What follows belongs to an exercise in optimizing a design on an open flow for small area, a short achievable clock period and few clock cycles per item; a production flow would make more cautious choices.
The RTL was checked by simulation tests, not by an equivalence proof against the original design.
Power figures rest on the tool's default switching activity, not on a simulated workload.

Design iir_cascade_sched, start of the top module:
module iir_cascade_sched
#(
    parameter int Nsec   = 4,
    parameter int Ndint  = 3,
    parameter int Ndfrac = 22,
    parameter int Ncint  = 4,
    parameter int Ncfrac = 14
) (
    input  logic                       clk,
    input  logic                       reset,
    input  logic                       dv_in,
    input  logic [Ndint+Ndfrac-1:0]    d_in,
    output logic                       dv_out,
    output logic [Ndint+Ndfrac-1:0]    d_out,
    output logic                       busy,
    input  logic                       flush,
    input  logic                       coef_we,
    input  logic [$clog2(Nsec)+2:0]    coef_addr,
    input  logic [Ncint+Ncfrac-1:0]    coef_data,
    output logic                       ovr,
    output logic                       coef_err,
    input  logic                       err_clr
);
Size: roughly 7800 cells after synthesis.
export LEC_CHECK = 0
export CAP_MARGIN = 20
export CORE_MARGIN = 2
export CORE_UTILIZATION = 40
export CTS_BUF_LIST = sky130_fd_sc_hd__clkbuf_16
export CTS_CLUSTER_DIAMETER = 120
export CTS_CLUSTER_SIZE = 20
export SLEW_MARGIN = 20
export SYNTH_HIERARCHICAL = 1
create_clock -name core_clock -period 12.5 [get_ports {clk}]
standard.sh (not shown) runs the stock make flow with config.mk's settings and CLKGATE_MAP_FILE= SYNTH_SCRIPT=/design/flow/synth_recipe.tcl, a recipe that flattens the netlist after the stock synthesis.
==> flow/flow/run.sh <==
#!/bin/bash
set -euo pipefail
cd "$(dirname "${BASH_SOURCE[0]}")/.."
bash standard.sh SETUP_SLACK_MARGIN=7 finish > standard_flow.log 2>&1
Testbench counts at the start, summed over its fixed seeds: cycles 12,048, items 2,400.
Edit:
==> flow/flow/run.sh (replaced) <==
#!/bin/bash
set -euo pipefail
cd "$(dirname "${BASH_SOURCE[0]}")/.."
bash standard.sh SETUP_SLACK_MARGIN=6.5 finish > standard_flow.log 2>&1
--- a/flow/config.mk
+++ b/flow/config.mk
@@ -11,5 +11,5 @@
 export CTS_BUF_LIST = sky130_fd_sc_hd__clkbuf_16
 export CTS_CLUSTER_DIAMETER = 120
-export CTS_CLUSTER_SIZE = 20
+export CTS_CLUSTER_SIZE = 24
 export SLEW_MARGIN = 20
 export SYNTH_HIERARCHICAL = 1
What happened: The new run completed with no timing, DRC or antenna violations. Register-to-register slack degrades by 80 ps. Total power fell by 17%. Clock-buffer cell count fell by 9. Worst setup slack degrades by 77 ps. Synthesized cell count does not change. Combinational power fell by 21%. Cell count fell by 3.3%. Area after synthesis stays the same. Wire length fell by 1.9%.
Edit:
==> flow/flow/run.sh (replaced) <==
#!/bin/bash
set -euo pipefail
cd "$(dirname "${BASH_SOURCE[0]}")/.."
bash standard.sh SETUP_SLACK_MARGIN=6 finish > standard_flow.log 2>&1
The changed run completed with no timing, DRC or antenna violations.
Utilization goes down by 1.6 points.
Power goes down by 9.3%.
Cell count goes down by 1.8%.
Sequential power is about the same.
Global-route usage goes down by 0.45 points.
Clock power is about the same.
Sequential share of layout area goes up by 1.1 points.
Via count goes down by 2.3%.
First-iteration DRC count goes down by 9.3%.
Worst hold slack gets worse by 3.5 ps.
Edit:
==> flow/flow/run.sh (replaced) <==
#!/bin/bash
set -euo pipefail
cd "$(dirname "${BASH_SOURCE[0]}")/.."
bash standard.sh SETUP_SLACK_MARGIN=6.5 finish > standard_flow.log 2>&1
--- a/flow/config.mk
+++ b/flow/config.mk
@@ -8,8 +8,8 @@
 export CAP_MARGIN = 20
 export CORE_MARGIN = 2
-export CORE_UTILIZATION = 40
+export CORE_UTILIZATION = 33
 export CTS_BUF_LIST = sky130_fd_sc_hd__clkbuf_16
 export CTS_CLUSTER_DIAMETER = 120
-export CTS_CLUSTER_SIZE = 24
+export CTS_CLUSTER_SIZE = 20
 export SLEW_MARGIN = 20
 export SYNTH_HIERARCHICAL = 1
Power climbs by roughly a tenth; worst setup slack gains 160 ps; design area climbs by a few percent.
Edit:
==> flow/flow/run.sh (replaced) <==
#!/bin/bash
set -euo pipefail
cd "$(dirname "${BASH_SOURCE[0]}")/.."
bash standard.sh SETUP_SLACK_MARGIN=7 finish > standard_flow.log 2>&1
--- a/flow/config.mk
+++ b/flow/config.mk
@@ -8,5 +8,5 @@
 export CAP_MARGIN = 20
 export CORE_MARGIN = 2
-export CORE_UTILIZATION = 33
+export CORE_UTILIZATION = 40
 export CTS_BUF_LIST = sky130_fd_sc_hd__clkbuf_16
 export CTS_CLUSTER_DIAMETER = 120
@@ -14,2 +14,3 @@
 export SLEW_MARGIN = 20
 export SYNTH_HIERARCHICAL = 1
+export TNS_END_PERCENT = 30.0
Result: Global-route usage went up by 4.4 points. Routed wire length falls slightly. Die area fell by about a fifth. Via count is higher slightly. Total power grows by a little under a tenth. Final area is higher by a few percent. Register-to-register slack improves by 290 ps. Non-clock buffer count is higher by 201. Count of clock-buffer cells in the layout is unchanged. Setup slack improves by 290 ps. Sequential cell count is unchanged.
Edit:
==> flow/flow/run.sh (replaced) <==
#!/bin/bash
set -euo pipefail
cd "$(dirname "${BASH_SOURCE[0]}")/.."
bash standard.sh SETUP_SLACK_MARGIN=6.5 finish > standard_flow.log 2>&1
--- a/flow/config.mk
+++ b/flow/config.mk
@@ -14,3 +14,3 @@
 export SLEW_MARGIN = 20
 export SYNTH_HIERARCHICAL = 1
-export TNS_END_PERCENT = 30.0
+export TNS_END_PERCENT = 50.0
After rerunning: The new run completed without violations. Worst hold slack got worse by 35 ps. Combinational power shrinks by 12%. Power drops by 9.3%. Cell area falls by 3.8%. Setup slack is worse by 180 ps. Count of clock-buffer cells in the layout is higher by 3. Global-route usage increases by 0.34 points. Final cell count goes down by 1.7%. Utilization decreases by 1.8 points.


Starting RTL as in the previous note.
Design iir_cascade_sched, start of the top module:
module iir_cascade_sched
#(
    parameter int Nsec   = 4,
    parameter int Ndint  = 3,
    parameter int Ndfrac = 22,
    parameter int Ncint  = 4,
    parameter int Ncfrac = 14
) (
    input  logic                       clk,
    input  logic                       reset,
    input  logic                       dv_in,
    input  logic [Ndint+Ndfrac-1:0]    d_in,
    output logic                       dv_out,
    output logic [Ndint+Ndfrac-1:0]    d_out,
    output logic                       busy,
    input  logic                       flush,
    input  logic                       coef_we,
    input  logic [$clog2(Nsec)+2:0]    coef_addr,
    input  logic [Ncint+Ncfrac-1:0]    coef_data,
    output logic                       ovr,
    output logic                       coef_err,
    input  logic                       err_clr
);
export LEC_CHECK = 0
export CAP_MARGIN = 20
export CORE_MARGIN = 2
export CORE_UTILIZATION = 40
export CTS_BUF_LIST = sky130_fd_sc_hd__clkbuf_16
export CTS_CLUSTER_DIAMETER = 120
export CTS_CLUSTER_SIZE = 20
export SLEW_MARGIN = 20
export SYNTH_HIERARCHICAL = 1
create_clock -name core_clock -period 12.5 [get_ports {clk}]
==> flow/flow/run.sh <==
#!/bin/bash
set -euo pipefail
cd "$(dirname "${BASH_SOURCE[0]}")/.."
bash standard.sh SETUP_SLACK_MARGIN=6.75 finish > standard_flow.log 2>&1
The first run completed without violations.
Testbench counts at the start, summed over its fixed seeds: cycles 12,048, items 2,400.
Rerun with:
==> flow/flow/run.sh (replaced) <==
#!/bin/bash
set -euo pipefail
cd "$(dirname "${BASH_SOURCE[0]}")/.."
bash standard.sh SETUP_SLACK_MARGIN=6.25 finish > standard_flow.log 2>&1
After rerunning: Clock power increases by about 2%; cell area decreases by 5.0%; cell count decreases by 2.1%; synthesized cell count does not change; setup slack is worse by 0.22 ns; fmax decreases by 3.5%; clock skew decreases by 0.015 ns; area after synthesis does not change.
Rerun with:
==> flow/flow/run.sh (replaced) <==
#!/bin/bash
set -euo pipefail
cd "$(dirname "${BASH_SOURCE[0]}")/.."
bash standard.sh SETUP_SLACK_MARGIN=6.5 finish > standard_flow.log 2>&1
=> Cell area goes up by 2.4%; first-iteration DRC count goes up by 5.0%; total power goes up by 5.5%; die area stays the same; clock-buffer cell count goes up by 3; critical path depth goes up by 2; via count goes up by 1.4%; clock skew goes up by 0.032 ns; flip-flop and latch count does not change; routed wire length goes up by 1.8%; clock power goes up by about 2%.
Rerun with:
- CORE_UTILIZATION: 40 -> 46
Effect: Routed wire length decreases by 3.4%. Sequential cell count is unchanged. Global-route usage increases by 2.9 points. Combinational power increases by about 6%. Count of clock-buffer cells in the layout decreases by 4. Critical path depth increases by 1. Synthesized cell count does not change. Non-clock buffer count increases by 64. Total power increases by 4.9%.

[static timing again, ports no longer ideal]
The flow's constraints put no driver on any port. The routed layouts listed below were extracted and timed again, unchanged, in two steps. Step 1 (the two cells are an assumption about what drives the block):
set clk [get_ports {clk}]
set_driving_cell -lib_cell sky130_fd_sc_hd__clkbuf_16 $clk
set_driving_cell -lib_cell sky130_fd_sc_hd__buf_2 [delete_from_list [all_inputs] $clk]
Step 2 moves the port delays by t, midway between the first and last clock arrival at a register: inputs arrive t later, outputs are due t later. That takes back most of the time a late clock gives input paths. Three values: ideal, step 1, step 2; two values: the first two.
run | t (ns) | slack for setup (ns) | worst setup path after step 2 | slew at the worst register clock pin (ns) | worst data-port slew with drivers (ns)
the first run of note 1 | 0.819 | 6.561 / 6.561 / 6.561 | register to register | 0.10 / 0.10 | 0.08
the second run of note 1 | 0.814 | 6.483 / 6.483 / 6.483 | register to register | 0.12 / 0.12 | 0.09
the third run of note 1 | 0.809 | 6.202 / 6.202 / 6.202 | register to register | 0.11 / 0.11 | 0.10
the fourth run of note 1 | 0.835 | 6.358 / 6.358 / 6.358 | register to register | 0.11 / 0.11 | 0.16
the fifth run of note 1 | 0.814 | 6.643 / 6.643 / 6.643 | register to register | 0.10 / 0.10 | 0.13
the sixth run of note 1 | 0.789 | 6.459 / 6.459 / 6.459 | register to register | 0.11 / 0.11 | 0.08
the first run of note 2 | 0.799 | 6.496 / 6.496 / 6.496 | register to register | 0.10 / 0.10 | 0.11
the second run of note 2 | 0.800 | 6.280 / 6.280 / 6.280 | register to register | 0.10 / 0.10 | 0.09
the third run of note 2 | 0.787 | 6.448 / 6.448 / 6.448 | register to register | 0.11 / 0.11 | 0.08
the fourth run of note 2 | 0.782 | 6.337 / 6.337 / 6.337 | register to register | 0.10 / 0.10 | 0.14
After both steps setup and hold are still met in every run listed.
